Context: an optimization exercise on an open-source flow, tuned for small area, a short achievable clock period and few clock cycles. The choices shown serve that exercise and are no tape-out recipe. In this exercise RTL edits were held to simulation tests only and were not proved equivalent to the original. Power figures rest on the tool's default switching activity, not on a simulated workload.

[flow/design.v]
`default_nettype none
package sva_pkg;
    localparam int VOICES      = 16;
    localparam int STACK_DEPTH = 256;
    localparam int VW          = $clog2(VOICES);
    localparam int SW          = $clog2(STACK_DEPTH);
    localparam int KEY_W       = 11;
    localparam int ADDR_W      = 4;
    localparam logic [1:0] OP_NOTE_ON  = 2'd0;
    localparam logic [1:0] OP_NOTE_OFF = 2'd1;
    localparam logic [1:0] OP_ALL_OFF  = 2'd2;
    localparam logic [1:0] OP_FINISHED = 2'd3;
    localparam logic ACT_TRIG = 1'b0;
    localparam logic ACT_REL  = 1'b1;
endpackage
`default_nettype wire
`default_nettype none
module sva_stack #(
    parameter int N = 253,    
    parameter int W = 49      
) (
    input  wire logic        i_clk,
    input  wire logic        i_rst_n,
    input  wire logic        i_go,       
    input  wire logic        i_push,     
    input  wire logic        i_clear,    
    input  wire logic [10:0] i_key,
    output logic             o_done,     
    output logic             o_empty,    
    output logic      [10:0] o_top,      
    input  wire logic [10:0] i_nkey,     
    output logic             o_top_eq    
);
    localparam logic [1:0] S_IDLE = 2'd0;
    localparam logic [1:0] S_WAIT = 2'd1;
    localparam logic [1:0] S_PASS = 2'd2;
    localparam logic [1:0] S_DONE = 2'd3;
    logic [10:0]  r_c [0:3];
    logic [2:0]   r_cc;
    logic [10:0]  r_q [0:N-1];
    logic [7:0]   r_ph;
    logic [7:0]   r_d;
    logic [W-1:0] r_fr;
    logic [5:0]   r_k;
    logic         r_cap;
    logic         r_end;
    logic [8:0]   r_rn;
    logic         r_more;
    logic         r_primed;
    logic         r_spill;
    logic [1:0]   r_st;
    logic [10:0]  r_last;
    logic [3:0]  surv;
    logic [10:0] cp [0:3];
    logic [2:0]  ccp;
    logic [3:0]  first_s, ceq_n;
    logic [1:0]  pos [0:3];
    always_comb begin
        for (int i = 0; i < 4; i++) begin
            surv[i]  = (3'(i) < r_cc) && (r_c[i] != i_key);
            ceq_n[i] = (r_c[i] == i_nkey);
        end
        first_s[0] = surv[0];
        first_s[1] = surv[1] && !surv[0];
        first_s[2] = surv[2] && !surv[1] && !surv[0];
        first_s[3] = surv[3] && !surv[2] && !surv[1] && !surv[0];
        pos[0] = 2'd0;
        pos[1] = {1'b0, surv[0]};
        pos[2] = surv[0] && surv[1] ? 2'd2 : {1'b0, surv[0] || surv[1]};
        pos[3] = 2'(surv[0]) + 2'(surv[1]) + 2'(surv[2]);
        for (int j = 0; j < 4; j++) begin
            cp[j] = r_c[j];
            for (int i = j; i < 4; i++) begin
                if (surv[i] && pos[i] == 2'(j)) cp[j] = r_c[i];
            end
        end
        ccp = 3'(surv[0]) + 3'(surv[1]) + 3'(surv[2]) + 3'(surv[3]);
    end
    logic [W-2:0] sel, lt;
    logic         pass_on;
    logic [5:0]   kb, kn;
    logic [8:0]   remn;
    logic         capn, endn;
    logic [10:0]  tap;
    always_comb begin
        pass_on = (r_st == S_PASS);
        kb      = pass_on ? r_k : 6'd0;
        remn    = pass_on ? r_rn : {1'b0, r_d};
        for (int j = 0; j < W - 1; j++) begin
            sel[j] = !r_fr[j+1] && (6'(j) >= kb);
            lt[j]  = (9'(j) < remn);
        end
        capn = !(|sel);
        endn = !(|(sel & lt)) && (remn <= 9'(W - 2));
        kn = 6'(W - 2);
        for (int j = W - 2; j >= 0; j--) begin
            if (sel[j]) kn = 6'(j);
        end
        tap = r_q[N-1-int'(r_k)];
    end
    logic        full, at_d, push_now;
    logic [10:0] port;
    assign full  = (r_cc == 3'd4) && (r_d == 8'(N - 1));
    assign at_d  = (r_ph == r_d);
    always_comb begin
        o_done  = 1'b0;
        o_empty = (r_cc == 3'd0) && (r_d == 8'd0);
        o_top   = (r_cc != 3'd0) ? r_c[0] : r_last;
        o_top_eq = (o_top == i_nkey);
        push_now = 1'b0;
        port    = r_q[N-1];
        case (r_st)
            S_IDLE: begin
                if (i_push) begin
                    push_now = full || (r_cc != 3'd4) || at_d;
                    o_done   = push_now;
                end else begin
                    o_done  = (r_d == 8'd0);
                    o_empty = !(|surv);
                    o_top   = '0;
                    for (int i = 0; i < 4; i++) o_top = o_top | (first_s[i] ? r_c[i] : 11'd0);
                    o_top_eq = |(first_s & ceq_n);
                end
                if (i_go && i_push && !full && r_cc == 3'd4 && at_d) port = r_c[3];
            end
            S_WAIT: begin
                if (r_spill && at_d) port = r_c[3];
            end
            S_PASS: port = tap;
            S_DONE: o_done = 1'b1;
            default: ;
        endcase
    end
    always_ff @(posedge i_clk) begin
        r_q[0] <= port;
        for (int i = 1; i < N; i++) r_q[i] <= r_q[i-1];
        r_fr <= {(r_q[N-1-W] == i_key), r_fr[W-1:1]};
        if (!i_rst_n) begin
            r_ph <= '0;
            r_cc <= '0;
            r_d  <= '0;
            r_st <= S_IDLE;
        end else begin
            r_ph <= (r_ph == 8'(N - 1)) ? 8'd0 : r_ph + 8'd1;
            case (r_st)
                S_IDLE: begin
                    if (i_clear) begin
                        r_cc <= '0;
                        r_d  <= '0;
                    end else if (i_go && i_push) begin
                        if (push_now) begin
                            if (!full) begin
                                r_c[0] <= i_key;
                                for (int i = 1; i < 4; i++) r_c[i] <= r_c[i-1];
                                if (r_cc != 3'd4) r_cc <= r_cc + 3'd1;
                                else              r_d  <= r_d + 8'd1;
                            end
                        end else begin
                            r_spill <= 1'b1;
                            r_st    <= S_WAIT;
                        end
                    end else if (i_go) begin
                        for (int i = 0; i < 4; i++) r_c[i] <= cp[i];
                        r_cc <= ccp;
                        if (r_d != 8'd0) begin
                            r_spill  <= 1'b0;
                            r_primed <= 1'b0;
                            r_st     <= S_WAIT;
                        end
                    end
                end
                S_WAIT: begin
                    if (r_spill) begin
                        if (at_d) begin
                            r_c[0] <= i_key;
                            for (int i = 1; i < 4; i++) r_c[i] <= r_c[i-1];
                            r_d  <= r_d + 8'd1;
                            r_st <= S_DONE;
                        end
                    end else begin
                        if (r_ph == 8'(N - W - 1)) r_primed <= 1'b1;
                        if (r_primed && r_ph == 8'(N - 1)) begin
                            r_k    <= kn;
                            r_cap  <= capn;
                            r_end  <= endn;
                            r_rn   <= {1'b0, r_d} - 9'd1;
                            r_more <= 1'b0;
                            r_st   <= S_PASS;
                        end
                    end
                end
                S_PASS: begin
                    if (!r_end) begin
                        r_last <= tap;
                        if (r_cap) r_more <= 1'b1;
                        r_k    <= kn;
                        r_cap  <= capn;
                        r_end  <= endn;
                        r_rn   <= r_rn - 9'd1;
                    end else begin
                        r_d <= r_ph;
                        if (r_more) begin
                            r_st <= S_WAIT;
                        end else begin
                            r_st <= S_DONE;
                        end
                    end
                end
                S_DONE: begin
                    if (i_go) r_st <= S_IDLE;
                end
                default: r_st <= S_IDLE;
            endcase
        end
    end
endmodule
`default_nettype wire
`default_nettype none
module synth_voice_allocator (
    input  wire logic        i_clk,
    input  wire logic        i_rst_n,
    input  wire logic        i_in_valid,
    output logic             o_in_stall,
    input  wire logic [16:0] i_in_data,
    output logic             o_out_valid,
    input  wire logic        i_out_stall,
    output logic      [16:0] o_out_data,
    input  wire logic        psel,
    input  wire logic        penable,
    input  wire logic        pwrite,
    input  wire logic [3:0]  paddr,
    input  wire logic [31:0] pwdata,
    output logic      [31:0] prdata,
    output logic             pready
);
    localparam int K_PON  = 0;    
    localparam int K_POFF = 1;    
    localparam int K_ALL  = 2;    
    localparam int K_FIN  = 3;    
    localparam int K_MON  = 4;    
    localparam int K_MOFF = 5;    
    function automatic logic [5:0] f_kind(input logic [1:0] op, input logic mono);
        f_kind = '0;
        f_kind[K_PON]  = (op == 2'd0) && !mono;
        f_kind[K_POFF] = (op == 2'd1) && !mono;
        f_kind[K_ALL]  = (op == 2'd2);
        f_kind[K_FIN]  = (op == 2'd3);
        f_kind[K_MON]  = (op == 2'd0) && mono;
        f_kind[K_MOFF] = (op == 2'd1) && mono;
    endfunction
    function automatic logic [3:0] f_enc(input logic [15:0] oh);
        f_enc = '0;
        for (int i = 0; i < 16; i++) begin
            if (oh[i]) f_enc = f_enc | 4'(i);
        end
    endfunction
    function automatic logic [15:0] f_first(input logic [15:0] v);
        logic seen;
        seen = 1'b0;
        for (int i = 0; i < 16; i++) begin
            f_first[i] = v[i] && !seen;
            seen = seen || v[i];
        end
    endfunction
    function automatic logic [15:0] f_mask(input logic [4:0] limit, input logic dual);
        logic [4:0] l;
        l = (limit > 5'd16) ? 5'd16 : limit;
        if (dual) l = l >> 1;
        for (int i = 0; i < 16; i++) f_mask[i] = (5'(i) < l);
    endfunction
    logic        r_mono;
    logic [4:0]  r_limit;
    logic        r_dual;
    logic [31:0] r_prdata;
    logic        r_s_valid;
    logic [16:0] r_s_data;
    logic        r_h_valid;
    logic [16:0] r_h_data;
    logic [5:0]  r_h_kind;
    logic [15:0] r_h_mask;    
    logic [15:0] r_snd;
    logic [15:0] r_held;
    logic [10:0] r_vkey [0:15];
    logic [15:0] r_old  [0:15];    
    logic [15:0] r_eq;
    logic [15:0] r_pend;
    logic        r_o_valid;
    logic [16:0] r_o_data;
    logic        r_os_valid;
    logic [16:0] r_os_data;
    logic [10:0] hkey;
    logic [3:0]  hvoice;
    logic        pend_nz, run, proc;
    logic [15:0] m, first_m, free, first_free, lru, alloc, pon_v;
    logic [15:0] asrc, first_a;
    logic [10:0] akey;
    logic        s_done, s_empty;
    logic [10:0] s_top;
    logic        s_top_eq;
    logic [10:0] n_key;
    assign hkey    = r_h_data[14:4];
    assign hvoice  = r_h_data[3:0];
    assign pend_nz = |r_pend;
    assign run     = !r_os_valid;                  
    assign proc    = r_h_valid && run && !pend_nz;  
    function automatic logic f_older(input int i, input int j);
        if (i < j) f_older = r_old[i][j];
        else       f_older = !r_old[j][i];
    endfunction
    always_comb begin
        m          = r_held & r_eq;
        first_m    = f_first(m);
        free       = r_h_mask & ~r_snd;
        first_free = f_first(free);
        for (int i = 0; i < 16; i++) begin
            lru[i] = r_h_mask[i];
            for (int j = 0; j < 16; j++) begin
                if (j != i) lru[i] = lru[i] && (!r_h_mask[j] || f_older(i, j));
            end
        end
        if (|free)          alloc = first_free;
        else if (r_h_mask[0]) alloc = lru;
        else                alloc = 16'd1;
        pon_v = (|m) ? first_m : alloc;
        asrc    = pend_nz ? r_pend : r_snd;
        first_a = f_first(asrc);
        akey    = '0;
        for (int i = 0; i < 16; i++) akey = akey | (first_a[i] ? r_vkey[i] : 11'd0);
    end
    logic        c_done, c_cmd, c_act, c_last;
    logic [3:0]  c_cv;
    logic [10:0] c_key;
    logic [15:0] t_v, rl_v, n_pend;
    logic [10:0] t_key0;
    logic        clr_all, fin, ld_pend;
    always_comb begin
        c_done = 1'b1; c_cmd = 1'b0; c_act = 1'b0; c_last = 1'b1; c_cv = '0; c_key = hkey;
        t_v = '0; t_key0 = hkey; rl_v = '0; clr_all = 1'b0; fin = 1'b0;
        n_pend = '0; ld_pend = 1'b0;
        if (pend_nz) begin
            c_cmd = 1'b1; c_cv = f_enc(first_a); c_act = 1'b1; c_key = akey;
            n_pend = r_pend & ~first_a; ld_pend = 1'b1;
            c_last = !(|n_pend);
        end else begin
            case (1'b1)
                r_h_kind[K_PON]: begin
                    t_v = pon_v; c_cmd = 1'b1; c_cv = f_enc(pon_v);
                end
                r_h_kind[K_POFF]: begin
                    if (|m) begin
                        rl_v = m; c_cmd = 1'b1; c_cv = f_enc(first_m); c_act = 1'b1;
                        n_pend = m & ~first_m; ld_pend = 1'b1;
                        c_last = !(|n_pend);
                    end
                end
                r_h_kind[K_ALL]: begin
                    clr_all = 1'b1;
                    if (|r_snd) begin
                        c_cmd = 1'b1; c_cv = f_enc(first_a); c_act = 1'b1; c_key = akey;
                        n_pend = r_snd & ~first_a; ld_pend = 1'b1;
                        c_last = !(|n_pend);
                    end
                end
                r_h_kind[K_FIN]: begin
                    fin = 1'b1;
                end
                r_h_kind[K_MON]: begin
                    if (s_done) begin
                        t_v = 16'd1; c_cmd = 1'b1;
                    end else begin
                        c_done = 1'b0;
                    end
                end
                r_h_kind[K_MOFF]: begin
                    if (!s_done) begin
                        c_done = 1'b0;
                    end else if (m[0]) begin
                        c_cmd = 1'b1;
                        if (!s_empty) begin
                            t_v = 16'd1; t_key0 = s_top; c_key = s_top;
                        end else begin
                            rl_v = 16'd1; c_act = 1'b1;
                        end
                    end
                end
                default: ;
            endcase
        end
    end
    sva_stack u_stack (
        .i_clk   (i_clk),
        .i_rst_n (i_rst_n),
        .i_go    (proc && (r_h_kind[K_MON] || r_h_kind[K_MOFF])),
        .i_push  (r_h_kind[K_MON]),
        .i_clear (proc && r_h_kind[K_ALL]),
        .i_key   (hkey),
        .o_done  (s_done),
        .o_empty (s_empty),
        .o_top   (s_top),
        .i_nkey  (n_key),
        .o_top_eq(s_top_eq)
    );
    logic        h_adv, accept, o_free, emit;
    logic [16:0] cmd_data;
    logic [16:0] n_data;
    logic        eq_h, eq_t0;
    assign h_adv    = !r_h_valid || (proc && c_done);
    assign accept   = i_in_valid && !r_s_valid;
    assign o_free   = !r_o_valid || !i_out_stall;
    assign emit     = run && (pend_nz || r_h_valid) && c_cmd;
    assign cmd_data = {c_cv, c_act, c_key, c_last};
    assign n_data   = r_s_valid ? r_s_data : i_in_data;
    assign n_key    = n_data[14:4];
    assign eq_h     = (hkey == n_key);
    assign eq_t0    = r_h_kind[K_MOFF] ? s_top_eq : eq_h;
    always_ff @(posedge i_clk) begin
        if (!r_s_valid) r_s_data <= i_in_data;
        if (h_adv) begin
            r_h_data <= n_data;
            r_h_kind <= f_kind(n_data[16:15], r_mono);
            r_h_mask <= f_mask(r_limit, r_dual);
        end
        if (psel && !penable) begin
            case (paddr[3:2])
                2'd0:    r_prdata <= {31'd0, r_mono};
                2'd1:    r_prdata <= {27'd0, r_limit};
                2'd2:    r_prdata <= {31'd0, r_dual};
                default: r_prdata <= 32'd0;
            endcase
        end
        if (h_adv) begin
            for (int i = 0; i < 16; i++) begin
                if (proc && t_v[i]) r_eq[i] <= (i == 0) ? eq_t0 : eq_h;
                else                r_eq[i] <= (r_vkey[i] == n_key);
            end
        end
        if (proc) begin
            if (t_v[0]) r_vkey[0] <= t_key0;
            for (int i = 1; i < 16; i++) begin
                if (t_v[i]) r_vkey[i] <= hkey;
            end
            for (int i = 0; i < 16; i++) begin
                for (int j = i + 1; j < 16; j++) begin
                    if (t_v[i])      r_old[i][j] <= 1'b0;
                    else if (t_v[j]) r_old[i][j] <= 1'b1;
                end
            end
        end
        if (o_free) begin
            r_o_data <= r_os_valid ? r_os_data : cmd_data;
        end else if (!r_os_valid) begin
            r_os_data <= cmd_data;
        end
        if (!i_rst_n) begin
            r_mono     <= 1'b0;
            r_limit    <= 5'd16;
            r_dual     <= 1'b0;
            r_s_valid  <= 1'b0;
            r_h_valid  <= 1'b0;
            r_snd      <= '0;
            r_held     <= '0;
            r_pend     <= '0;
            r_o_valid  <= 1'b0;
            r_os_valid <= 1'b0;
        end else begin
            if (psel && penable && pwrite) begin
                case (paddr[3:2])
                    2'd0:    r_mono  <= pwdata[0];
                    2'd1:    r_limit <= pwdata[4:0];
                    2'd2:    r_dual  <= pwdata[0];
                    default: ;
                endcase
            end
            if (h_adv) begin
                r_h_valid <= r_s_valid || accept;
                r_s_valid <= 1'b0;
            end else if (accept) begin
                r_s_valid <= 1'b1;
            end
            if (run && ld_pend && (pend_nz || r_h_valid)) r_pend <= n_pend;
            if (proc) begin
                for (int i = 0; i < 16; i++) begin
                    if (t_v[i]) begin
                        r_snd[i]  <= 1'b1;
                        r_held[i] <= 1'b1;
                    end
                    if (rl_v[i] || clr_all) r_held[i] <= 1'b0;
                    if (fin && hvoice == 4'(i)) begin
                        r_snd[i]  <= 1'b0;
                        r_held[i] <= 1'b0;
                    end
                end
            end
            if (o_free) begin
                r_o_valid  <= r_os_valid || emit;
                r_os_valid <= 1'b0;
            end else if (emit) begin
                r_os_valid <= 1'b1;
            end
        end
    end
    assign o_in_stall  = r_s_valid;
    assign o_out_valid = r_o_valid;
    assign o_out_data  = r_o_data;
    assign prdata      = r_prdata;
    assign pready      = 1'b1;
endmodule
`default_nettype wire
[flow/run.sh]
#!/bin/bash
# synth_recipe.tcl (not shown) runs the flow's synth.tcl, then flattens the netlist and writes it again
# the make line also repeats each setting of config.mk as NAME=value (left out here)
make -C /OpenROAD-flow-scripts/flow DESIGN_CONFIG=/design/flow/config.mk WORK_HOME=/design/flow/orfs CLKGATE_MAP_FILE= SYNTH_SCRIPT=/design/flow/synth_recipe.tcl finish
[flow/config.mk]
export PLATFORM = sky130hd
export DESIGN_NAME = synth_voice_allocator
export DESIGN_NICKNAME = synth_voice_allocator
export VERILOG_FILES = /design/flow/design.v
export SDC_FILE = /design/flow/constraint.sdc
export NUM_CORES = 4
export LEC_CHECK = 0
export ABC_CLOCK_PERIOD_IN_PS = 3000
export CAP_MARGIN = 20
export CORE_MARGIN = 2
export CORE_UTILIZATION = 60
export CTS_CLUSTER_DIAMETER = 100
export CTS_CLUSTER_SIZE = 26
export SETUP_SLACK_MARGIN = 5
export SLEW_MARGIN = 20
[flow/constraint.sdc]
create_clock -name core_clock -period 9.0 [get_ports {i_clk}]
set_input_delay 1.8000 -clock core_clock [delete_from_list [all_inputs] [get_ports {i_clk}]]
set_output_delay 1.8000 -clock core_clock [all_outputs]
set_load 0.01 [all_outputs]
==> results of run 1 <==
## where the power goes
part / leakage (nW) / internal (W) / switching [W]
Clock: 2.08 / 0.00319 / 0.00446
Sequential: 28.2 / 0.0162 / 0.000277
Combinational: 8.69 / 0.000295 / 0.000640
## synth_stat cells (29+ instances only)
cell type  instances
buf_2             34
buf_4             29
nand3_1          107
a31oi_1           35
xnor2_1          186
mux2i_1           66
clkbuf_1         223
and3_1            29
a22oi_1          250
nor2_1           282
o22ai_1           48
a21oi_1          181
nand4_1          126
nor3_1           141
nand2_1          460
a221oi_1          52
buf_1             29
inv_1             96
a221o_1           33
a222oi_1          70
dfxtp_1         2928
nor2b_1           30
xor2_1           136
nand2b_1          39
a22o_1            53
nor4_1            84
o21ai_0          199
edfxtp_1         463
## what timing repair did
item | 4_1_cts | 5_1_grt
endpoints found under the hold margin | 0 | 0
buffers inserted | 17 | 12
pin swaps | 8 | 2
gates resized for setup | 45 | 27
endpoints found under the setup margin | 405 | 155
## flip-flops by register name (all words and copies together) (netlist names), 17 cells and up
name	count
u_stack.r_c	44
u_stack.r_fr	48
r_old	120
r_vkey	176
r_o_data	17
r_s_data	17
r_os_data	17
u_stack.r_q	2783
## layout make-up
cell class | instances | area share (%)
clock inverter | 17 | 0.3608
timing repair buffer | 236 | 1.900
antenna | 3 | 0.007388
inverter | 106 | 0.4297
tap | 2044 | 2.517
sequential | 3391 | 71.37
multi-input combinational | 3040 | 19.54
clock buffer | 182 | 3.875
## layer usage
layer  wire length [um]  share of wire (%)
met5                 54              0.023
met4               8118                3.5
met3              22810                9.9
met2              97320                 42
met1             102800                 44
## per-stage QoR
stage,utilization (%),setup slack (ns),hold slack (ns),instances
after global placement,62.64,3.882,0.3095,8784
after floorplan,-,5.037,0.3096,6854
after detailed placement,62.64,3.840,0.3121,8786
after CTS,65.64,5.024,0.3045,9002
final,65.81,5.021,0.3032,9019
after global routing,65.80,5.002,0.3175,9016
## final timing paths
check,from,end,slack (ns)
max reg2reg,r_snd[4]$_SDFFE_PN0P_,r_vkey[12][4]$_DFFE_PP_,5.05
max,i_in_data[6],r_eq[0]$_DFFE_PP_,5.02
min,u_stack.r_q[161][5]$_DFF_P_,u_stack.r_q[162][5]$_DFF_P_,0.30
min reg2reg,u_stack.r_q[161][5]$_DFF_P_,u_stack.r_q[162][5]$_DFF_P_,0.30
## cells by family (layout without fill, tap and decap cells)
family / count (synthesis) / after routing / share of synthesized area [%]
and+or+nand+nor: 1432 / 1432 / 7.458
other: 2 / 31 / 0.008040
adders and majority gates: 22 / 22 / 0.3027
muxes: 84 / 84 / 0.9243
buffers and inverters: 423 / 541 / 1.871
AOI/OAI and AO/OA: 1151 / 1151 / 8.760
DFF: 3391 / 3391 / 77.64
xor gates and xnor gates: 323 / 323 / 3.037
==> results_dict.tcl, run 1 <==
set metrics [dict create \
    status "complete, no violations" \
    finClkSkew_ns 0.06074 \
    avgSynthCellArea_um2 13.68 \
    regArea_mm2 0.07252 \
    fp-row-count 144 \
    routed_wirelength_um 231200 \
    drv_slew 0 \
    p_leak_nw 38.96 \
    ys_top_cells_by_area "dfxtp_1 (63%), edfxtp_1 (15%), a22oi_1 (2.0%)" \
    worst-path-stages 9 \
    ys_ff_latch 3391 \
    ys_warn_count 8 \
    yosysTopAreaCellShare_pct 62.75 \
    placed_area_mm2 0.09673 \
    grt_first_pass_wirelength_um 337800 \
    critPathMaxStageDelay_ns 0.67 \
    clkTransAtPathRegs_ns 0.11 \
    start_util_pct 60.49 \
    critPathBufInv 3 \
    fin_crit_ns 3.979 \
    insertion_delay_ns 0.84 \
    die_area_mm2 0.1589 \
    gr-total-overflow 0 \
    crit_required_ns 9.65 \
    power_w 0.02503 \
    crit_family "buffers and inverters" \
    ant_nets 0 \
    ir_drop_mv 0.2469 \
    multiInputGateArea_mm2 0.01986 \
    fillers 11150 \
    synth_edf_count 463 \
    cts_made_buffers 149 \
    htree_levels 4 \
    final_cell_mix "dfxtp_1 (2927), edfxtp_1 (463), nand2_1 (453)" \
    drc_errors 0 \
    worst_pin_slew_ns 1.075 \
    vias 53250 \
    hpwl_um 151800 \
    whs_path_depth 0 \
    cts_buffer_depth 3 \
    path_max_fanout 23 \
    die_y_um 398.6 \
    wl_per_cell_um 25.63 \
    dr.pass1.iters 10 \
    hold_class "flop to flop" \
    crit_chain "clkdlybuf4s50_1, mux2i_4, buf_4, xnor2_1, nor4_1, nand3_2, inv_1, o22ai_1, mux2i_1" \
    grt_max_degree 62 \
    layout_commonest_cell "dfxtp_1" \
    clockRootBuffer "clkbuf_16" \
    cp.arrival_ns 4.63 \
    core_mm2 0.1544 \
    async_reset_ff_share_pct 0 \
    synth.largest_area_cell "dfxtp_1" \
    synth-seq-area-share_pct 77.64 \
    portBuffers 54 \
    rsz0062_at_grt "no" \
    grt.met2_usage_pct 41.40 \
    via_per_inst 5.904 \
    pin_count 112 \
    gr-usage-all-layers_pct 28.73 \
    final_nets 7003 \
    numClockSinks 3391 \
    syn_area_mm2 0.09341 \
    synth_ff_type "dfxtp_1" \
    syn_inst 6828 \
    grt_pass1_vias 51150 \
    busiest_layer "met1" \
    drive_above_1_share_pct 7.573 \
    fin_tns_setup_ns 0 \
    critPathSlowestCell "clkdlybuf4s50_1" \
    antenna_found_initial 8 \
    grt_use_met3_pct 5.808 \
    max_cap_viol_count 0 \
    routabilityCongestion 0.9558 \
    cp-end-kind "flop" \
    syn_to_final_growth_pct 8.786 \
    clock.fmax_mhz 251.3 \
    first_iter_violations 6822 \
    startpoint_type "input port" \
    critical_path_class "input port to flop" \
    cts_hold_buf 0 \
    ys_types 99 \
    met1_usage_pct 43.34 \
    powerDensity_mw_per_mm2 246.3 \
    cts_tree "yes" \
    hold_viol_final 0 \
    die_w_um 398.6 \
    min_period_over_period_pct 44.21 \
    design_area_mm2 0.1016 \
    rr_worst_depth 9 \
    finalSetupViolations 0 \
    slew_headroom_pct 28.12 \
]
Testbench counts, summed over its fixed seeds: cycles 3,128.
==> inputs of run 2 (changes only) <==
--- a/flow/design.v
+++ b/flow/design.v
@@ -17,7 +17,7 @@
 `default_nettype none
 module sva_stack #(
     parameter int N = 253,    
-    parameter int W = 49      
+    parameter int W = 44      
 ) (
     input  wire logic        i_clk,
     input  wire logic        i_rst_n,
@@ -29,7 +29,9 @@
     output logic             o_empty,    
     output logic      [10:0] o_top,      
     input  wire logic [10:0] i_nkey,     
-    output logic             o_top_eq    
+    output logic             o_top_eq,   
+    output logic             o_push_wait,  
+    output logic             o_rm_wait     
 );
     localparam logic [1:0] S_IDLE = 2'd0;
     localparam logic [1:0] S_WAIT = 2'd1;
@@ -49,7 +51,6 @@
     logic         r_primed;
     logic         r_spill;
     logic [1:0]   r_st;
-    logic [10:0]  r_last;
     logic [3:0]  surv;
     logic [10:0] cp [0:3];
     logic [2:0]  ccp;
@@ -105,7 +106,7 @@
     always_comb begin
         o_done  = 1'b0;
         o_empty = (r_cc == 3'd0) && (r_d == 8'd0);
-        o_top   = (r_cc != 3'd0) ? r_c[0] : r_last;
+        o_top   = (r_cc != 3'd0) ? r_c[0] : r_c[3];
         o_top_eq = (o_top == i_nkey);
         push_now = 1'b0;
         port    = r_q[N-1];
@@ -131,6 +132,32 @@
             default: ;
         endcase
     end
+    logic [2:0] cc_n;
+    logic [7:0] d_n;
+    always_comb begin
+        cc_n = r_cc;
+        d_n  = r_d;
+        case (r_st)
+            S_IDLE: begin
+                if (i_clear) begin
+                    cc_n = '0;
+                    d_n  = '0;
+                end else if (i_go && i_push) begin
+                    if (push_now && !full) begin
+                        if (r_cc != 3'd4) cc_n = r_cc + 3'd1;
+                        else              d_n  = r_d + 8'd1;
+                    end
+                end else if (i_go) begin
+                    cc_n = ccp;
+                end
+            end
+            S_WAIT: if (r_spill && at_d) d_n = r_d + 8'd1;
+            S_PASS: if (r_end) d_n = r_ph;
+            default: ;
+        endcase
+    end
+    assign o_push_wait = (cc_n == 3'd4) && (d_n != 8'(N - 1));
+    assign o_rm_wait   = (d_n != 8'd0);
     always_ff @(posedge i_clk) begin
         r_q[0] <= port;
         for (int i = 1; i < N; i++) r_q[i] <= r_q[i-1];
@@ -142,18 +169,16 @@
             r_st <= S_IDLE;
         end else begin
             r_ph <= (r_ph == 8'(N - 1)) ? 8'd0 : r_ph + 8'd1;
+            r_cc <= cc_n;
+            r_d  <= d_n;
             case (r_st)
                 S_IDLE: begin
                     if (i_clear) begin
-                        r_cc <= '0;
-                        r_d  <= '0;
                     end else if (i_go && i_push) begin
                         if (push_now) begin
                             if (!full) begin
                                 r_c[0] <= i_key;
                                 for (int i = 1; i < 4; i++) r_c[i] <= r_c[i-1];
-                                if (r_cc != 3'd4) r_cc <= r_cc + 3'd1;
-                                else              r_d  <= r_d + 8'd1;
                             end
                         end else begin
                             r_spill <= 1'b1;
@@ -161,7 +186,6 @@
                         end
                     end else if (i_go) begin
                         for (int i = 0; i < 4; i++) r_c[i] <= cp[i];
-                        r_cc <= ccp;
                         if (r_d != 8'd0) begin
                             r_spill  <= 1'b0;
                             r_primed <= 1'b0;
@@ -174,7 +198,6 @@
                         if (at_d) begin
                             r_c[0] <= i_key;
                             for (int i = 1; i < 4; i++) r_c[i] <= r_c[i-1];
-                            r_d  <= r_d + 8'd1;
                             r_st <= S_DONE;
                         end
                     end else begin
@@ -191,14 +214,13 @@
                 end
                 S_PASS: begin
                     if (!r_end) begin
-                        r_last <= tap;
+                        if (r_cc != 3'd4) r_c[3] <= tap;
                         if (r_cap) r_more <= 1'b1;
                         r_k    <= kn;
                         r_cap  <= capn;
                         r_end  <= endn;
                         r_rn   <= r_rn - 9'd1;
                     end else begin
-                        r_d <= r_ph;
                         if (r_more) begin
                             r_st <= S_WAIT;
                         end else begin
@@ -272,8 +294,7 @@
     logic [4:0]  r_limit;
     logic        r_dual;
     logic [31:0] r_prdata;
-    logic        r_s_valid;
-    logic [16:0] r_s_data;
+    logic        r_stall;
     logic        r_h_valid;
     logic [16:0] r_h_data;
     logic [5:0]  r_h_kind;
@@ -296,7 +317,7 @@
     logic [10:0] akey;
     logic        s_done, s_empty;
     logic [10:0] s_top;
-    logic        s_top_eq;
+    logic        s_top_eq, s_push_wait, s_rm_wait;
     logic [10:0] n_key;
     assign hkey    = r_h_data[14:4];
     assign hvoice  = r_h_data[3:0];
@@ -398,26 +419,36 @@
         .o_empty (s_empty),
         .o_top   (s_top),
         .i_nkey  (n_key),
-        .o_top_eq(s_top_eq)
+        .o_top_eq(s_top_eq),
+        .o_push_wait(s_push_wait),
+        .o_rm_wait(s_rm_wait)
     );
     logic        h_adv, accept, o_free, emit;
     logic [16:0] cmd_data;
     logic [16:0] n_data;
     logic        eq_h, eq_t0;
     assign h_adv    = !r_h_valid || (proc && c_done);
-    assign accept   = i_in_valid && !r_s_valid;
+    assign accept   = i_in_valid && !r_stall;
     assign o_free   = !r_o_valid || !i_out_stall;
     assign emit     = run && (pend_nz || r_h_valid) && c_cmd;
     assign cmd_data = {c_cv, c_act, c_key, c_last};
-    assign n_data   = r_s_valid ? r_s_data : i_in_data;
+    assign n_data   = i_in_data;
     assign n_key    = n_data[14:4];
     assign eq_h     = (hkey == n_key);
     assign eq_t0    = r_h_kind[K_MOFF] ? s_top_eq : eq_h;
+    logic [5:0]  n_kind;
+    logic        hv_n, os_n, pend_n, swait_n, stall_n;
+    assign n_kind  = f_kind(n_data[16:15], r_mono);
+    assign hv_n    = h_adv ? accept : r_h_valid;
+    assign os_n    = !o_free && (r_os_valid || emit);
+    assign pend_n  = (run && ld_pend && (pend_nz || r_h_valid)) ? (|n_pend) : pend_nz;
+    assign swait_n = h_adv ? ((n_kind[K_MON] && s_push_wait) || (n_kind[K_MOFF] && s_rm_wait))
+                           : (r_h_kind[K_MON] || r_h_kind[K_MOFF]);
+    assign stall_n = hv_n && (os_n || pend_n || swait_n);
     always_ff @(posedge i_clk) begin
-        if (!r_s_valid) r_s_data <= i_in_data;
         if (h_adv) begin
             r_h_data <= n_data;
-            r_h_kind <= f_kind(n_data[16:15], r_mono);
+            r_h_kind <= n_kind;
             r_h_mask <= f_mask(r_limit, r_dual);
         end
         if (psel && !penable) begin
@@ -455,7 +486,7 @@
             r_mono     <= 1'b0;
             r_limit    <= 5'd16;
             r_dual     <= 1'b0;
-            r_s_valid  <= 1'b0;
+            r_stall    <= 1'b0;
             r_h_valid  <= 1'b0;
             r_snd      <= '0;
             r_held     <= '0;
@@ -471,12 +502,8 @@
                     default: ;
                 endcase
             end
-            if (h_adv) begin
-                r_h_valid <= r_s_valid || accept;
-                r_s_valid <= 1'b0;
-            end else if (accept) begin
-                r_s_valid <= 1'b1;
-            end
+            if (h_adv) r_h_valid <= accept;
+            r_stall <= stall_n;
             if (run && ld_pend && (pend_nz || r_h_valid)) r_pend <= n_pend;
             if (proc) begin
                 for (int i = 0; i < 16; i++) begin
@@ -499,7 +526,7 @@
             end
         end
     end
-    assign o_in_stall  = r_s_valid;
+    assign o_in_stall  = r_stall;
     assign o_out_valid = r_o_valid;
     assign o_out_data  = r_o_data;
     assign prdata      = r_prdata;
--- a/flow/config.mk
+++ b/flow/config.mk
@@ -5,7 +5,7 @@
 export SDC_FILE = /design/flow/constraint.sdc
 export NUM_CORES = 4
 export LEC_CHECK = 0
-export ABC_CLOCK_PERIOD_IN_PS = 3000
+export ABC_CLOCK_PERIOD_IN_PS = 2000
 export CAP_MARGIN = 20
 export CORE_MARGIN = 2
 export CORE_UTILIZATION = 60
==> results_dict.tcl, run 2 <==
set metrics [dict create \
    cts_hold_buf 0 \
    synth_most_common_cell "dfxtp_1" \
    avgSynthCellArea_um2 13.56 \
    synth.largest_area_cell "dfxtp_1" \
    whs_path_depth 0 \
    die_w_um 397.6 \
    start_util_pct 60.41 \
    status "complete, no violations" \
    ir_drop_mv 0.2374 \
    wl_per_cell_um 25.61 \
    finClkSkew_ns 0.07750 \
    gr-usage-all-layers_pct 28.74 \
    largest_reg_flops 2783 \
    async_reset_ff_share_pct 0 \
    syn_inst 6854 \
    cp-end-kind "flop" \
    synth-seq-area-share_pct 77.19 \
    post-place-ws_ns 3.967 \
    numClockSinks 3358 \
    p_leak_nw 38.63 \
    synth_edf_count 452 \
    worst_pin_slew_ns 0.9848 \
    path_max_fanout 25 \
    pin_count 112 \
    ys_top_cells_by_area "dfxtp_1 (63%), edfxtp_1 (15%), a22oi_1 (2.7%)" \
    min-delay-start "u_stack.r_q[89][5]$_DFF_P_" \
    hpwl_um 148100 \
    startpoint_type "flop" \
    max_cap_viol_count 0 \
    syn_area_mm2 0.09295 \
    ys_ff_latch 3358 \
    ys_types 95 \
    dr.pass1.iters 6 \
    grt_max_degree 56 \
    insertion_delay_ns 0.85 \
    grt.met2_usage_pct 41.79 \
    drive_above_1_share_pct 7.297 \
    die_area_mm2 0.1581 \
    die_y_um 397.6 \
    drv_slew 0 \
    final_cell_mix "dfxtp_1 (2903), edfxtp_1 (452), nand2_1 (444)" \
    regMostFlops "u_stack.r_q" \
    final_nets 6985 \
    fp-row-count 144 \
    vias 53530 \
    layout_commonest_cell "dfxtp_1" \
    r2r_start "u_stack.r_k[2]$_SDFFCE_PP0P_" \
    grt_pass1_vias 51720 \
    slew_headroom_pct 32.65 \
    rr_worst_depth 13 \
    hold_viol_final 0 \
    syn_to_final_growth_pct 8.729 \
    cts_tree "yes" \
    busiest_layer "met1" \
    fin_crit_ns 4.017 \
    via_per_inst 5.952 \
    hold_class "flop to flop" \
    synth_ff_type "dfxtp_1" \
    clock.fmax_mhz 248.9 \
    htree_levels 4 \
    crit_required_ns 9.63 \
    worst_slack_ns 4.983 \
    first_iter_violations 6777 \
    cp.arrival_ns 4.65 \
    clockRootBuffer "clkbuf_16" \
    antenna_found_initial 5 \
    grt_first_pass_wirelength_um 338300 \
    startpoint "u_stack.r_k[2]$_SDFFCE_PP0P_" \
    clkTransAtPathRegs_ns 0.10 \
    cts_buffer_depth 3 \
    ys_warn_count 8 \
    synth_common_cells "dfxtp_1 (2906), edfxtp_1 (452), nand2_1 (452)" \
    grt_use_met3_pct 6.770 \
    critical_path_class "flop to flop" \
    finalSetupViolations 0 \
    routed_wirelength_um 230300 \
    ant_nets 0 \
    core_mm2 0.1539 \
    routabilityCongestion 0.9664 \
    cts_made_buffers 148 \
    fin_tns_setup_ns 0 \
    powerDensity_mw_per_mm2 258.8 \
    gr-total-overflow 0 \
    portBuffers 54 \
    met1_usage_pct 42.51 \
    largestRegisters "u_stack.r_q x2783, r_vkey x176, r_old x120" \
    min_period_over_period_pct 44.64 \
    fillers 11220 \
    yosysTopAreaCellShare_pct 62.59 \
    drc_errors 0 \
    rsz0062_at_grt "yes" \
]
run 2: where the power goes:
group	leakage [nW]	internal (W)	switching (W)
logic	8.72	0.000884	0.00189
registers	27.8	0.0156	0.000206
clock network	2.06	0.00315	0.00446
run 2: layout make-up:
| type | count | area [um2] | area share [%] |
|---|---|---|---|
| Sequential cell | 3358 | 71750 | 71.00 |
| Multi-Input combinational cell | 3054 | 20040 | 19.83 |
| Clock buffer | 174 | 3832 | 3.792 |
| Tap cell | 2044 | 2557 | 2.531 |
| Timing Repair Buffer | 225 | 1892 | 1.872 |
| Inverter | 117 | 493.0 | 0.4878 |
| Clock inverter | 19 | 489.2 | 0.4841 |
| Timing Repair inverter | 1 | 5.005 | 0.004952 |
| Antenna cell | 1 | 2.502 | 0.002476 |
run 2: logic make-up (layout without fill, tap and decap cells):
logic type      count (synthesis)  after routing  share of synthesized area, %
flops                        3358           3358                         77.19
simple gates                 1387           1387                         7.358
compound gates               1235           1235                         9.394
buf+inv                       468            536                         2.039
xor+xnor                      319            319                         3.006
mux                            63             63                        0.6933
fa+ha+maj                      22             22                        0.3069
other cells                     2             29                      0.008080
run 2: worst max-delay path, cell delays in order, from the launching register on:
cell and delay [ns]:
edfxtp_1 0.33, buf_4 0.27, o211ai_1 0.14, buf_4 0.18
mux2i_1 0.11, buf_4 0.19, and2_1 0.15, buf_4 0.22
a22o_1 0.21, a221oi_2 0.34, nand4_1 0.41, or4_1 0.60
o21ai_1 0.36, a22oi_1 0.28
run 2: worst paths after layout:
kind,slack [ns],to
max reg2reg,4.98,u_stack.r_q[0][6]$_DFF_P_
max,4.98,u_stack.r_q[0][6]$_DFF_P_
min,0.29,u_stack.r_q[90][5]$_DFF_P_
min reg2reg,0.29,u_stack.r_q[90][5]$_DFF_P_
run 2: routing by layer:
layer / share of wire [%] / vias up
met5: 0.0056 / -
met4: 3.4 / 2
met3: 10 / 507
met2: 42 / 2744
met1: 45 / 26210
li1: - / 24070
run 2: stage by stage:
| stage | instances | total power, W | area (um2) | hold WS, ns | utilization [%] |
|---|---|---|---|---|---|
| floorplan | 6880 | 0.01751 | 93050 | 0.3096 | - |
| global placement | 8763 | 0.01861 | 95960 | 0.3096 | 62.36 |
| detailed placement | 8763 | 0.01862 | 95960 | 0.3121 | 62.36 |
| CTS | 8973 | 0.02616 | 100700 | 0.2875 | 65.43 |
| global route | 8992 | 0.02699 | 101100 | 0.2894 | 65.68 |
| finish | 8993 | 0.02615 | 101100 | 0.2892 | 65.68 |
run 2: timing repair:
| action | CTS | global route |
|---|---|---|
| gates resized for setup | 81 | 50 |
| pin swaps | 9 | 11 |
| gates cloned | 1 | 1 |
| endpoints found under the setup margin | 357 | 155 |
| buffers inserted | 16 | 18 |
| hold endpoints to repair | 0 | 0 |
Testbench counts of run 2, summed over its fixed seeds: cycles 3,128.
==> inputs of run 3 (changes only) <==
==> flow/flow/run.sh (new file) <==
#!/bin/bash
set -euo pipefail
bash standard.sh SETUP_SLACK_MARGIN=6.5 finish > flow_make.log 2>&1
==> flow/standard.sh (new file) <==
#!/bin/bash
# synth_recipe.tcl (not shown) runs the flow's synth.tcl, then flattens the netlist and writes it again
# the make line also repeats each setting of config.mk as NAME=value (left out here)
make -C /OpenROAD-flow-scripts/flow DESIGN_CONFIG=/design/flow/config.mk WORK_HOME=/design/flow/orfs CLKGATE_MAP_FILE= SYNTH_SCRIPT=/design/flow/synth_recipe.tcl "${@:-finish}"
--- a/flow/config.mk
+++ b/flow/config.mk
@@ -5,7 +5,7 @@
 export SDC_FILE = /design/flow/constraint.sdc
 export NUM_CORES = 4
 export LEC_CHECK = 0
-export ABC_CLOCK_PERIOD_IN_PS = 2000
+export ABC_CLOCK_PERIOD_IN_PS = 3000
 export CAP_MARGIN = 20
 export CORE_MARGIN = 2
 export CORE_UTILIZATION = 60
removed: flow/run.sh
==> results_dict.tcl, run 3 <==
set metrics [dict create \
    status "complete, no violations" \
    gr-usage-all-layers_pct 32.08 \
    htree_levels 4 \
    finalSetupViolations 0 \
    ys_types 95 \
    fp-row-count 144 \
    fin_tns_setup_ns 0 \
    drv_slew 0 \
    drive_above_1_share_pct 26.50 \
    ys_top_cells_by_area "dfxtp_1 (63%), edfxtp_1 (15%), a22oi_1 (2.7%)" \
    worst-path-stages 10 \
    clkTransAtPathRegs_ns 0.11 \
    critPathSlowestCell "edfxtp_1" \
    synth_ff_type "dfxtp_1" \
    largestRegisters "u_stack.r_q x2783, r_vkey x176, r_old x120" \
    p_leak_nw 44.49 \
    die_y_um 397.6 \
    startpoint "r_h_kind[0]$_DFFE_PN_" \
    hpwl_um 147000 \
    portBuffers 54 \
    die_area_mm2 0.1581 \
    async_reset_ff_share_pct 0 \
    clock.fmax_mhz 269.9 \
    reg2reg_setup_slack_ns 5.30 \
    crit_family "simple AND/OR/NAND/NOR gates" \
    whs_ns 0.2854 \
    numClockSinks 3358 \
    clockRootBuffer "clkbuf_16" \
    slew_headroom_pct 34.70 \
    path_max_fanout 12 \
    via_per_inst 6.140 \
    cts_buffer_depth 3 \
    ys_ff_latch 3358 \
    routabilityCongestion 0.9677 \
    vias 59890 \
    synth_common_cells "dfxtp_1 (2906), edfxtp_1 (452), nand2_1 (452)" \
    final_nets 7750 \
    synth-seq-area-share_pct 77.19 \
    syn_to_final_growth_pct 24.41 \
    pin_count 112 \
    largest_reg_flops 2783 \
    cts_tree "yes" \
    grt_pass1_vias 56490 \
    yosysTopAreaCellShare_pct 62.59 \
    crit_required_ns 9.71 \
    first_iter_violations 9264 \
    power_w 0.02843 \
    crit_chain "clkinv_2, nand4_1, buf_6, buf_4, or3_1, o211ai_1, nor4_1, nand4_1, o31ai_1, nand3_1" \
    worst_pin_slew_ns 0.9775 \
    r2r_start "r_h_kind[0]$_DFFE_PN_" \
    gr-total-overflow 0 \
    layout_commonest_cell "dfxtp_1" \
    cp.arrival_ns 4.41 \
    insertion_delay_ns 0.85 \
    routed_wirelength_um 268700 \
    dr.pass1.iters 15 \
    final_cell_mix "dfxtp_1 (2871), buf_4 (479), edfxtp_1 (452)" \
    critPathMaxStageDelay_ns 0.96 \
    cp-end-kind "flop" \
    start_util_pct 60.41 \
    hold_class "flop to flop" \
    startpoint_type "flop" \
    powerDensity_mw_per_mm2 245.9 \
    grt_first_pass_wirelength_um 374300 \
    cts_made_buffers 148 \
    drc_errors 0 \
    ant_nets 0 \
    hold_viol_final 0 \
    ir_drop_mv 0.2312 \
    core_mm2 0.1539 \
    critPathBufInv 3 \
    min-delay-start "u_stack.r_q[86][9]$_DFF_P_" \
    rr_worst_depth 10 \
    syn_area_mm2 0.09295 \
    crit_top_cell "nand4_1" \
    regMostFlops "u_stack.r_q" \
    avgSynthCellArea_um2 13.56 \
    min_period_over_period_pct 41.16 \
    critical_path_class "flop to flop" \
    die_w_um 397.6 \
    synth_edf_count 452 \
    r2r_end "r_stall$_SDFF_PN0_" \
    rsz0062_at_grt "yes" \
    crit_end "r_stall$_SDFF_PN0_" \
    synth.largest_area_cell "dfxtp_1" \
    wl_per_cell_um 27.55 \
    syn_inst 6854 \
    fin_crit_ns 3.704 \
    finClkSkew_ns 0.06092 \
    grt_max_degree 56 \
    max_cap_viol_count 0 \
    synth_most_common_cell "dfxtp_1" \
    ys_warn_count 8 \
    antenna_found_initial 12 \
]
[run 3: metal layers]
metal	part of all wire [%]	GRT usage [%]	vias to the layer above
met5	0.060	0	-
met4	5.3	12.97	14
met3	13	9.010	1062
met2	41	45.57	4121
met1	40	46.37	28980
li1	-	-	25710
[run 3: kinds of logic after synthesis]
kind of cell               after synthesis  synth area share, %
DFF                                   3358                77.19
and+or+nand+nor                       1387                7.358
AOI/OAI and AO/OA                     1235                9.394
buffers and inverters                  468                2.039
xor gates and xnor gates               319                3.006
muxes                                   63               0.6933
adders and majority gates               22               0.3069
other                                    2             0.008080
[run 3: final cells by class]
cell class                 count  area (um2)
antenna                        4       10.01
inverter                     117       691.9
clock inverter                17       345.3
timing repair buffer         949       10630
multi-input combinational   3084       25590
fill                        9509       38230
tap                         2044        2557
clock buffer                 168        3842
sequential                  3358       71820
timing repair inverter        12       147.6
[run 3: worst min path at each step]
stage / to / slack (ns) / cells past startpoint
5_1_grt: u_stack.r_q[109][6]$_DFF_P_ / 0.31 / 0
3_5_place_dp: u_stack.r_q[106][9]$_DFF_P_ / 0.31 / 0
4_1_cts: u_stack.r_q[81][5]$_DFF_P_ / 0.31 / 0
6_report: u_stack.r_q[87][9]$_DFF_P_ / 0.29 / 0
2_1_floorplan: u_stack.r_q[100][0]$_DFF_P_ / 0.31 / 0
3_3_place_gp: u_stack.r_q[51][4]$_DFF_P_ / 0.31 / 0
[run 3: through the flow]
stage               std cells  utilization, %  setup slack (ns)  cell area [um2]
floorplan                6880               -             5.722            95120
CTS                      9519           72.27             5.324           111200
global placement         8719           62.82             4.020            96660
detailed placement       8720           62.82             4.050            96660
global route             9749           75.15             5.268           115600
finish                   9753           75.15             5.296           115600
[run 3: what timing repair did]
item	CTS	global route
buffers inserted	542	214
gates resized for setup	1145	545
gates cloned	72	16
endpoints found under the hold margin	0	0
setup endpoints to repair	760	730
hold buffers	0	0
pin swaps	290	319
[run 3: power breakdown]
part	switching [W]	internal [W]
clock	0.00446	0.00312
sequential	0.000227	0.0156
combinational	0.00289	0.00218
total	0.00757	0.0209
==> inputs of run 4 (changes only) <==
==> flow/flow/run.sh (replaced) <==
#!/bin/bash
set -euo pipefail
bash standard.sh SETUP_SLACK_MARGIN=5.5 finish > flow_make.log 2>&1
==> results_dict.tcl, run 4 <==
set metrics [dict create \
    status "complete, no violations" \
    min_period_over_period_pct 42.59 \
    gr-total-overflow 0 \
    reg2reg_setup_slack_ns 5.17 \
    synth_ff_type "dfxtp_1" \
    synth-seq-area-share_pct 77.19 \
    yosysTopAreaCellShare_pct 62.59 \
    cts_tree "yes" \
    antenna_found_initial 10 \
    grt_pass1_vias 52360 \
    final_nets 7148 \
    dr.pass1.iters 7 \
    drive_above_1_share_pct 11.87 \
    crit_required_ns 9.62 \
    cp.arrival_ns 4.46 \
    drc_errors 0 \
    avgSynthCellArea_um2 13.56 \
    ir_drop_mv 0.2472 \
    gr-usage-all-layers_pct 29.09 \
    hpwl_um 147000 \
    async_reset_ff_share_pct 0 \
    cts_hold_buf 0 \
    clock.fmax_mhz 260.9 \
    critical_path_class "flop to flop" \
    r2r_end "u_stack.r_q[0][6]$_DFF_P_" \
    startpoint_type "flop" \
    met1_usage_pct 42.36 \
    synth.largest_area_cell "dfxtp_1" \
    regMostFlops "u_stack.r_q" \
    routabilityCongestion 0.9581 \
    hold_class "flop to flop" \
    wl_per_cell_um 25.77 \
    powerDensity_mw_per_mm2 258.3 \
    r2r_start "u_stack.r_k[1]$_SDFFCE_PP0P_" \
    regArea_mm2 0.07178 \
    syn_inst 6854 \
    final_cell_mix "dfxtp_1 (2893), edfxtp_1 (452), nand2_1 (434)" \
    finalSetupViolations 0 \
    grt.met2_usage_pct 42.03 \
    portBuffers 54 \
    path_max_fanout 6 \
    fillers 11060 \
    synth_most_common_cell "dfxtp_1" \
    rsz0062_at_grt "yes" \
    final_util_pct 67.66 \
    layout_commonest_cell "dfxtp_1" \
    start_util_pct 60.41 \
    multiInputGateArea_mm2 0.02115 \
    synth_top_family_by_area "compound AO/OA/AOI/OAI gates" \
    via_per_inst 5.951 \
    insertion_delay_ns 0.83 \
    busiest_layer "met1" \
    htree_levels 4 \
    die_y_um 397.6 \
    worst_slack_ns 5.167 \
    worst_pin_slew_ns 1.153 \
    post-place-ws_ns 4.000 \
    synth-compound-area-share_pct 9.394 \
    cp-end-kind "flop" \
    fin_crit_ns 3.833 \
    clockRootBuffer "clkbuf_16" \
    clkTransAtPathRegs_ns 0.10 \
    ys_warn_count 8 \
    first_iter_violations 7003 \
    synth-simple-area-share_pct 7.358 \
    grt_use_met3_pct 7.557 \
    grt_max_degree 56 \
    pin_count 112 \
    ys_types 95 \
    hold_viol_final 0 \
    synth_xor_area_share_pct 3.006 \
    slew_headroom_pct 22.73 \
    fp-row-count 144 \
    routed_wirelength_um 236100 \
    rr_worst_depth 12 \
    fin_tns_setup_ns 0 \
    synth_adder_area_share_pct 0.3069 \
    numClockSinks 3358 \
    drv_slew 0 \
    grt_first_pass_wirelength_um 341900 \
    p_leak_nw 39.95 \
    synth_edf_count 452 \
    ys_top_cells_by_area "dfxtp_1 (63%), edfxtp_1 (15%), a22oi_1 (2.7%)" \
    syn_to_final_growth_pct 12.01 \
    cts_made_buffers 149 \
    die_area_mm2 0.1581 \
    cts_buffer_depth 3 \
    crit_end "u_stack.r_q[0][6]$_DFF_P_" \
    vias 54520 \
    die_w_um 397.6 \
    startpoint "u_stack.r_k[1]$_SDFFCE_PP0P_" \
    finClkSkew_ns 0.07067 \
    ys_ff_latch 3358 \
    syn_area_mm2 0.09295 \
    synthMuxAreaShare_pct 0.6933 \
    largest_reg_flops 2783 \
    ant_nets 0 \
    synth_common_cells "dfxtp_1 (2906), edfxtp_1 (452), nand2_1 (452)" \
    largestRegisters "u_stack.r_q x2783, r_vkey x176, r_old x120" \
    core_mm2 0.1539 \
    max_cap_viol_count 0 \
]
## run 4: cell counts after synthesis
No cell type changed its count.
## run 4: layout make-up
class / count / share of cell area (%)
diodes: 5 / 0.01202
repair buffers: 383 / 3.610
well taps: 2044 / 2.456
multi-input cells: 3056 / 20.31
clock buffers: 174 / 3.681
inverters: 117 / 0.5276
flip-flops and latches: 3358 / 68.94
repair inverters: 3 / 0.01682
clock inverters: 21 / 0.4423
## run 4: routing by layer
metal | up-vias | part of all wire, %
met1 | 26690 | 44
li1 | 24410 | -
met2 | 2884 | 42
met5 | - | 0.0055
met4 | 2 | 4.0
met3 | 535 | 11
## run 4: through the flow
step           hold WS, ns  power [W]  instances  cell area (um2)
6_report            0.3094    0.02689       9161           104100
2_1_floorplan       0.3096    0.01752       6880            93130
4_1_cts             0.2997    0.02670       9079           102600
3_5_place_dp        0.3121    0.01860       8755            95880
3_3_place_gp        0.3096    0.01860       8754            95870
5_1_grt             0.3064    0.02771       9156           104100
## run 4: how the worst min path moves through the flow
stage	cells after the start	endpoint	start
3_3_place_gp	0	u_stack.r_q[44][3]$_DFF_P_	u_stack.r_q[43][3]$_DFF_P_
2_1_floorplan	0	u_stack.r_q[100][0]$_DFF_P_	u_stack.r_q[99][0]$_DFF_P_
6_report	0	u_stack.r_q[235][0]$_DFF_P_	u_stack.r_q[234][0]$_DFF_P_
4_1_cts	0	u_stack.r_q[62][8]$_DFF_P_	u_stack.r_q[61][8]$_DFF_P_
5_1_grt	0	u_stack.r_q[62][8]$_DFF_P_	u_stack.r_q[61][8]$_DFF_P_
3_5_place_dp	0	u_stack.r_q[117][4]$_DFF_P_	u_stack.r_q[116][4]$_DFF_P_
## run 4: critical path, stage by stage (launching register included)
cell,delay [ns]
edfxtp_1,0.45
buf_12,0.16
o211ai_1,0.38
mux2i_1,0.14
buf_4,0.19
and2_4,0.16
buf_6,0.13
a22o_1,0.23
a221oi_4,0.37
nand4_1,0.42
or4_4,0.64
o21ai_4,0.20
a22oi_1,0.17
## run 4: cells by family (layout without fill, tap and decap cells)
group | count (synthesis) | in the layout
flops | 3358 | 3358
simple gates | 1387 | 1388
compound gates | 1235 | 1235
buf+inv | 468 | 698
xor+xnor | 319 | 320
mux | 63 | 63
fa+ha+maj | 22 | 22
other cells | 2 | 33
## run 4: power by group
group | internal (W) | switching, W | total [W]
registers | 0.0156 | 0.000205 | 0.0158
logic | 0.00131 | 0.00219 | 0.00350
clock network | 0.00314 | 0.00448 | 0.00761
total | 0.0200 | 0.00687 | 0.0269
## run 4: repair_timing
item | in CTS | in global routing
pin swaps | 75 | 69
endpoints found under the setup margin | 637 | 321
gates resized for setup | 353 | 169
hold endpoints to repair | 0 | 0
gates cloned | 11 | 3
buffers inserted | 118 | 74
==> inputs of run 5 (changes only) <==
==> flow/run.sh (new file) <==
#!/bin/bash
# synth_recipe.tcl (not shown) runs the flow's synth.tcl, then flattens the netlist and writes it again
# the make line also repeats each setting of config.mk as NAME=value (left out here)
make -C /OpenROAD-flow-scripts/flow DESIGN_CONFIG=/design/flow/config.mk WORK_HOME=/design/flow/orfs CLKGATE_MAP_FILE= SYNTH_SCRIPT=/design/flow/synth_recipe.tcl finish
removed: flow/flow/run.sh
removed: flow/standard.sh
==> results_dict.tcl, run 5 <==
set metrics [dict create \
    status "complete, no violations" \
    die_w_um 397.6 \
    crit_required_ns 9.63 \
    fillers 11220 \
    first_iter_violations 6777 \
    p_leak_nw 38.63 \
    fin_crit_ns 4.017 \
    critPathSlowestCell "or4_1" \
    powerDensity_mw_per_mm2 258.8 \
    largestRegisters "u_stack.r_q x2783, r_vkey x176, r_old x120" \
    final_util_pct 65.68 \
    clock.fmax_mhz 248.9 \
    rsz0062_at_grt "yes" \
    drv_slew 0 \
    power_w 0.02615 \
    grt_first_pass_wirelength_um 338300 \
    slew_headroom_pct 32.65 \
    placedCellCount 8763 \
    clockRootBuffer "clkbuf_16" \
    clkTransAtPathRegs_ns 0.10 \
    r2r_start "u_stack.r_k[2]$_SDFFCE_PP0P_" \
    via_per_inst 5.952 \
    critPathMaxStageDelay_ns 0.60 \
    min_period_over_period_pct 44.64 \
    synth_ff_type "dfxtp_1" \
    routed_wirelength_um 230300 \
    drive_above_1_share_pct 7.297 \
    r2r_end "u_stack.r_q[0][6]$_DFF_P_" \
    crit_top_cell "buf_4" \
    vias 53530 \
    numClockSinks 3358 \
    final_cell_mix "dfxtp_1 (2903), edfxtp_1 (452), nand2_1 (444)" \
    layout_commonest_cell "dfxtp_1" \
    critPathBufInv 4 \
    ir_drop_mv 0.2374 \
    hold_class "flop to flop" \
    synth_edf_count 452 \
    wl_per_cell_um 25.61 \
    ys_ff_latch 3358 \
    hold_viol_final 0 \
    start_util_pct 60.41 \
    max_cap_viol_count 0 \
    synth.largest_area_cell "dfxtp_1" \
    gr-usage-all-layers_pct 28.74 \
    die_y_um 397.6 \
    regMostFlops "u_stack.r_q" \
    cts_made_buffers 148 \
    synth_most_common_cell "dfxtp_1" \
    cp-end-kind "flop" \
    finalSetupViolations 0 \
    finClkSkew_ns 0.07750 \
    core_mm2 0.1539 \
    antenna_found_initial 5 \
    ant_nets 0 \
    fin_tns_setup_ns 0 \
    async_reset_ff_share_pct 0 \
    rr_worst_depth 13 \
    crit_family "compound AO/OA/AOI/OAI gates" \
    path_max_fanout 25 \
    hpwl_um 148100 \
    ys_top_cells_by_area "dfxtp_1 (63%), edfxtp_1 (15%), a22oi_1 (2.7%)" \
    whs_ns 0.2892 \
    cts_hold_buf 0 \
    yosysTopAreaCellShare_pct 62.59 \
    final_nets 6985 \
    insertion_delay_ns 0.85 \
    largest_reg_flops 2783 \
    ys_types 95 \
    die_area_mm2 0.1581 \
    cts_buffer_depth 3 \
    drc_errors 0 \
    grt_max_degree 56 \
    syn_inst 6854 \
    pin_count 112 \
    ys_warn_count 8 \
    synth_common_cells "dfxtp_1 (2906), edfxtp_1 (452), nand2_1 (452)" \
    hold_end "u_stack.r_q[90][5]$_DFF_P_" \
    grt_pass1_vias 51720 \
    startpoint_type "flop" \
    cp.arrival_ns 4.65 \
    routabilityCongestion 0.9664 \
    htree_levels 4 \
    syn_area_mm2 0.09295 \
    fp-row-count 144 \
    synth-seq-area-share_pct 77.19 \
    syn_to_final_growth_pct 8.729 \
    critical_path_class "flop to flop" \
    crit_chain "buf_4, o211ai_1, buf_4, mux2i_1, buf_4, and2_1, buf_4, a22o_1, a221oi_2, nand4_1, or4_1, o21ai_1, a22oi_1" \
    reg2reg_setup_slack_ns 4.98 \
    whs_path_depth 0 \
    avgSynthCellArea_um2 13.56 \
    gr-total-overflow 0 \
    instances_no_fill 8993 \
    worst_pin_slew_ns 0.9848 \
    cts_tree "yes" \
    min-delay-start "u_stack.r_q[89][5]$_DFF_P_" \
    dr.pass1.iters 6 \
    portBuffers 54 \
]
## run 5: final cells by class
cell class / instances / area, um2 / share of cell area (%)
flip-flops and latches: 3358 / 71750 / 71.00
inverters: 117 / 493.0 / 0.4878
well taps: 2044 / 2557 / 2.531
diodes: 1 / 2.502 / 0.002476
repair buffers: 225 / 1892 / 1.872
multi-input cells: 3054 / 20040 / 19.83
repair inverters: 1 / 5.005 / 0.004952
clock inverters: 19 / 489.2 / 0.4841
clock buffers: 174 / 3832 / 3.792
## run 5: report_power, final
part,switching [W],internal (W),total [W]
sequential,0.000206,0.0156,0.0158
clock,0.00446,0.00315,0.00761
combinational,0.00189,0.000884,0.00278
total,0.00656,0.0196,0.0262
## run 5: worst max path at each step
| stage | cells past startpoint | to | from |
|---|---|---|---|
| final | 13 | u_stack.r_q[0][6]$_DFF_P_ | u_stack.r_k[2]$_SDFFCE_PP0P_ |
| after global routing | 12 | u_stack.r_end$_DFFE_PP_ | u_stack.r_st[0]$_SDFFE_PN0P_ |
| after detailed placement | 11 | u_stack.r_q[0][1]$_DFF_P_ | u_stack.r_k[4]$_SDFFCE_PP0P_ |
| after CTS | 8 | r_vkey[6][1]$_DFFE_PP_ | r_snd[12]$_SDFFE_PN0P_ |
| after floorplan | 13 | u_stack.r_c[0][0]$_DFFE_PP_ | r_h_data[10]$_DFFE_PN_ |
| after global placement | 11 | u_stack.r_q[0][1]$_DFF_P_ | u_stack.r_k[4]$_SDFFCE_PP0P_ |
## run 5: logic make-up after synthesis
group / after synthesis / synth area share (%)
adders and majority gates: 22 / 0.3069
DFF: 3358 / 77.19
other: 2 / 0.008080
xor gates and xnor gates: 319 / 3.006
AOI/OAI and AO/OA: 1235 / 9.394
muxes: 63 / 0.6933
and+or+nand+nor: 1387 / 7.358
buffers and inverters: 468 / 2.039
## run 5: metrics by stage
stage	instance area, um2	setup WS (ns)
after floorplan	93050	5.018
after global placement	95960	4.049
after detailed placement	95960	3.967
after CTS	100700	5.003
after global routing	101100	4.779
final	101100	4.983
## run 5: layer usage
layer | track usage [%] | share of wire [%] | up-vias
li1 | - | - | 24070
met1 | 42.51 | 45 | 26210
met2 | 41.79 | 42 | 2744
met3 | 6.770 | 10 | 507
met4 | 9.348 | 3.4 | 2
met5 | 0 | 0.0056 | -
## run 5: timing repair
item,CTS,global route
endpoints found under the setup margin,357,155
gates resized for setup,81,50
setup buffers,16,18
pin swaps,9,11
cloned,1,1
==> inputs of run 6 (changes only) <==
--- a/flow/design.v
+++ b/flow/design.v
@@ -17,7 +17,7 @@
 `default_nettype none
 module sva_stack #(
     parameter int N = 253,    
-    parameter int W = 44      
+    parameter int W = 38      
 ) (
     input  wire logic        i_clk,
     input  wire logic        i_rst_n,
==> results_dict.tcl, run 6 <==
set metrics [dict create \
    syn_to_final_growth_pct 9.205 \
    routed_wirelength_um 224200 \
    power_frac_comb_pct 11.2 \
    cp.arrival_ns 4.63 \
    htree_levels 4 \
    vias 52970 \
    worst_pin_slew_ns 1.269 \
    drive_above_1_share_pct 8.558 \
    yosysTopAreaCellShare_pct 62.91 \
    finalSetupViolations 0 \
    regMostFlops "u_stack.r_q" \
    drv_slew 0 \
    gr-usage-all-layers_pct 28.11 \
    die_area_mm2 0.1570 \
    ant_nets 0 \
    fin_tns_setup_ns 0 \
    insertion_delay_ns 0.86 \
    min-delay-start "u_stack.r_q[21][3]$_DFF_P_" \
    synth.largest_area_cell "dfxtp_1" \
    dr.pass1.iters 7 \
    synth_most_common_cell "dfxtp_1" \
    crit_chain "buf_4, or4b_2, nor2_2, a22oi_1, nand3_1, a2111oi_2, nand4_1, o41ai_4, buf_4, a32oi_1" \
    final_cell_mix "dfxtp_1 (2896), nand2_1 (488), edfxtp_1 (452)" \
    r2r_start "u_stack.r_k[0]$_SDFFCE_PP0P_" \
    final_util_pct 66.19 \
    start_util_pct 60.61 \
    pin_count 112 \
    whs_path_depth 0 \
    die_y_um 396.2 \
    synth-seq-area-share_pct 77.61 \
    ys_warn_count 8 \
    r2r_end "u_stack.r_q[0][3]$_DFF_P_" \
    cts_tree "yes" \
    rr_worst_depth 10 \
    synth_ff_type "dfxtp_1" \
    first_iter_violations 6834 \
    syn_inst 6761 \
    critPathMaxStageDelay_ns 1.00 \
    max_cap_viol_count 0 \
    status "complete, no violations" \
    ys_top_cells_by_area "dfxtp_1 (63%), edfxtp_1 (15%), a22oi_1 (2.1%)" \
    grt_max_degree 69 \
    min_period_over_period_pct 44.24 \
    sequentialPowerShare_pct 60.6 \
    power.net_switching_w 0.006783 \
    clock.fmax_mhz 251.2 \
    cp-end-kind "flop" \
    clkTransAtPathRegs_ns 0.09 \
    core_mm2 0.1523 \
    clock_power_share_pct 28.1 \
    hold_end "u_stack.r_q[22][3]$_DFF_P_" \
    wl_per_cell_um 25.12 \
    largest_reg_flops 2783 \
    path_max_fanout 11 \
    final_nets 6934 \
    critPathSlowestCell "nor2_2" \
    rsz0062_at_grt "no" \
    hold_viol_final 0 \
    avgSynthCellArea_um2 13.65 \
    slew_headroom_pct 15.28 \
    finClkSkew_ns 0.09114 \
    grt_first_pass_wirelength_um 329900 \
    startpoint_type "flop" \
    gr-total-overflow 0 \
    routabilityCongestion 0.9471 \
    crit_top_cell "buf_4" \
    drc_errors 0 \
    p_sw_share_pct 25.16 \
    crit_required_ns 9.65 \
    numClockSinks 3352 \
    grt_pass1_vias 50800 \
    powerDensity_mw_per_mm2 267.5 \
    clockRootBuffer "clkbuf_16" \
    synth_common_cells "dfxtp_1 (2900), nand2_1 (501), edfxtp_1 (452)" \
    cts_hold_buf 0 \
    portBuffers 54 \
    ys_types 100 \
    fin_crit_ns 3.981 \
    reg2reg_setup_slack_ns 5.02 \
    cts_made_buffers 149 \
    p_leak_nw 38.42 \
    hpwl_um 143900 \
    hold_class "flop to flop" \
    die_w_um 396.2 \
    layout_commonest_cell "dfxtp_1" \
    internal_power_w 0.02018 \
    critical_path_class "flop to flop" \
    async_reset_ff_share_pct 0 \
    ir_drop_mv 0.2542 \
    fp-row-count 143 \
    largestRegisters "u_stack.r_q x2783, r_vkey x176, r_old x120" \
    syn_area_mm2 0.09229 \
    antenna_found_initial 4 \
    via_per_inst 5.935 \
    cts_buffer_depth 3 \
    synth_edf_count 452 \
    ys_ff_latch 3352 \
]
[run 6: layer usage]
metal / part of all wire [%] / global-route usage, % / vias to the layer above / wire [um]
met1: 44 / 41.73 / 25930 / 98360
met3: 11 / 6.806 / 468 / 24000
li1: - / - / 23740 / -
met5: 0.0098 / 0 / - / 22
met2: 42 / 40.79 / 2828 / 94890
met4: 3.1 / 8.609 / 4 / 6944
[run 6: cell type report]
| type | count | area (um2) |
|---|---|---|
| Inverter | 104 | 469.2 |
| Clock buffer | 173 | 3861 |
| Multi-Input combinational cell | 2990 | 19640 |
| Sequential cell | 3352 | 71630 |
| Fill cell | 11000 | 51480 |
| Clock inverter | 19 | 432.9 |
| Timing Repair Buffer | 256 | 2205 |
| Tap cell | 2030 | 2540 |
| Antenna cell | 1 | 2.502 |
[run 6: worst max path at each step]
stage / from / to / slack (ns) / cells after the start
floorplan: r_pend[8]$_SDFFE_PN0P_ / r_stall$_SDFF_PN0_ / 4.90 / 10
global placement: r_eq[8]$_DFFE_PN_ / r_vkey[13][0]$_DFFE_PP_ / 3.58 / 8
detailed placement: r_eq[8]$_DFFE_PN_ / r_vkey[13][4]$_DFFE_PP_ / 3.58 / 8
CTS: r_eq[0]$_DFFE_PN_ / r_held[6]$_SDFFE_PN0P_ / 4.70 / 11
global route: r_h_data[10]$_DFFE_PN_ / r_stall$_SDFF_PN0_ / 4.99 / 17
finish: u_stack.r_k[0]$_SDFFCE_PP0P_ / u_stack.r_q[0][3]$_DFF_P_ / 5.02 / 10
[run 6: cells by family after synthesis]
kind of cell,share of synthesized area (%)
other,0.008138
AO/OA/AOI/OAI,9.268
adder cells (fa/ha/maj),0.3227
AND/OR/NAND/NOR,7.225
multiplexers,0.5423
buffers and inverters,1.966
flip-flops,77.61
XOR/XNOR,3.055
[run 6: power by group through the flow]
stage                     Combinational [W]  Clock [W]  Sequential [W]
after CTS                           0.00286    0.00776          0.0163
final                               0.00303    0.00759          0.0163
after global placement              0.00272          0          0.0167
after floorplan                     0.00165          0          0.0165
after detailed placement            0.00271          0          0.0167
after global routing                0.00319    0.00828          0.0164
[run 6: critical path, delay by kind of cell (launching register included)]
| family | cells | cell delay (ns) |
|---|---|---|
| flip-flops | 1 | 0.55 |
| buffers and inverters | 2 | 0.46 |
| AO/OA/AOI/OAI | 4 | 0.71 |
| AND/OR/NAND/NOR | 4 | 2.10 |
[run 6: metrics by stage]
stage / total power (W) / setup slack, ns / hold slack (ns) / instances / instance area, um2
2_1_floorplan: 0.01819 / 4.898 / 0.3096 / 6787 / 92390
6_report: 0.02696 / 5.019 / 0.3040 / 8925 / 100800
3_5_place_dp: 0.01939 / 3.581 / 0.3121 / 8653 / 95130
3_3_place_gp: 0.01939 / 3.579 / 0.3095 / 8652 / 95120
4_1_cts: 0.02697 / 4.695 / 0.2988 / 8885 / 100200
5_1_grt: 0.02788 / 4.985 / 0.3045 / 8924 / 100800
[run 6: what timing repair did]
item,CTS,global route
gates resized for setup,90,77
setup endpoints to repair,487,259
pin swaps,17,23
buffers inserted,40,38
Testbench counts of run 6, summed over its fixed seeds: cycles 3,128.

Re-timed with assumed drivers on the ports (clkbuf_16 on the clock, buf_2 on other inputs), run 6 has 5.019 ns of setup slack against 5.019 ns with ideal ports, and 4.565 ns once port delays also move by the mid clock arrival of 0.900 ns.
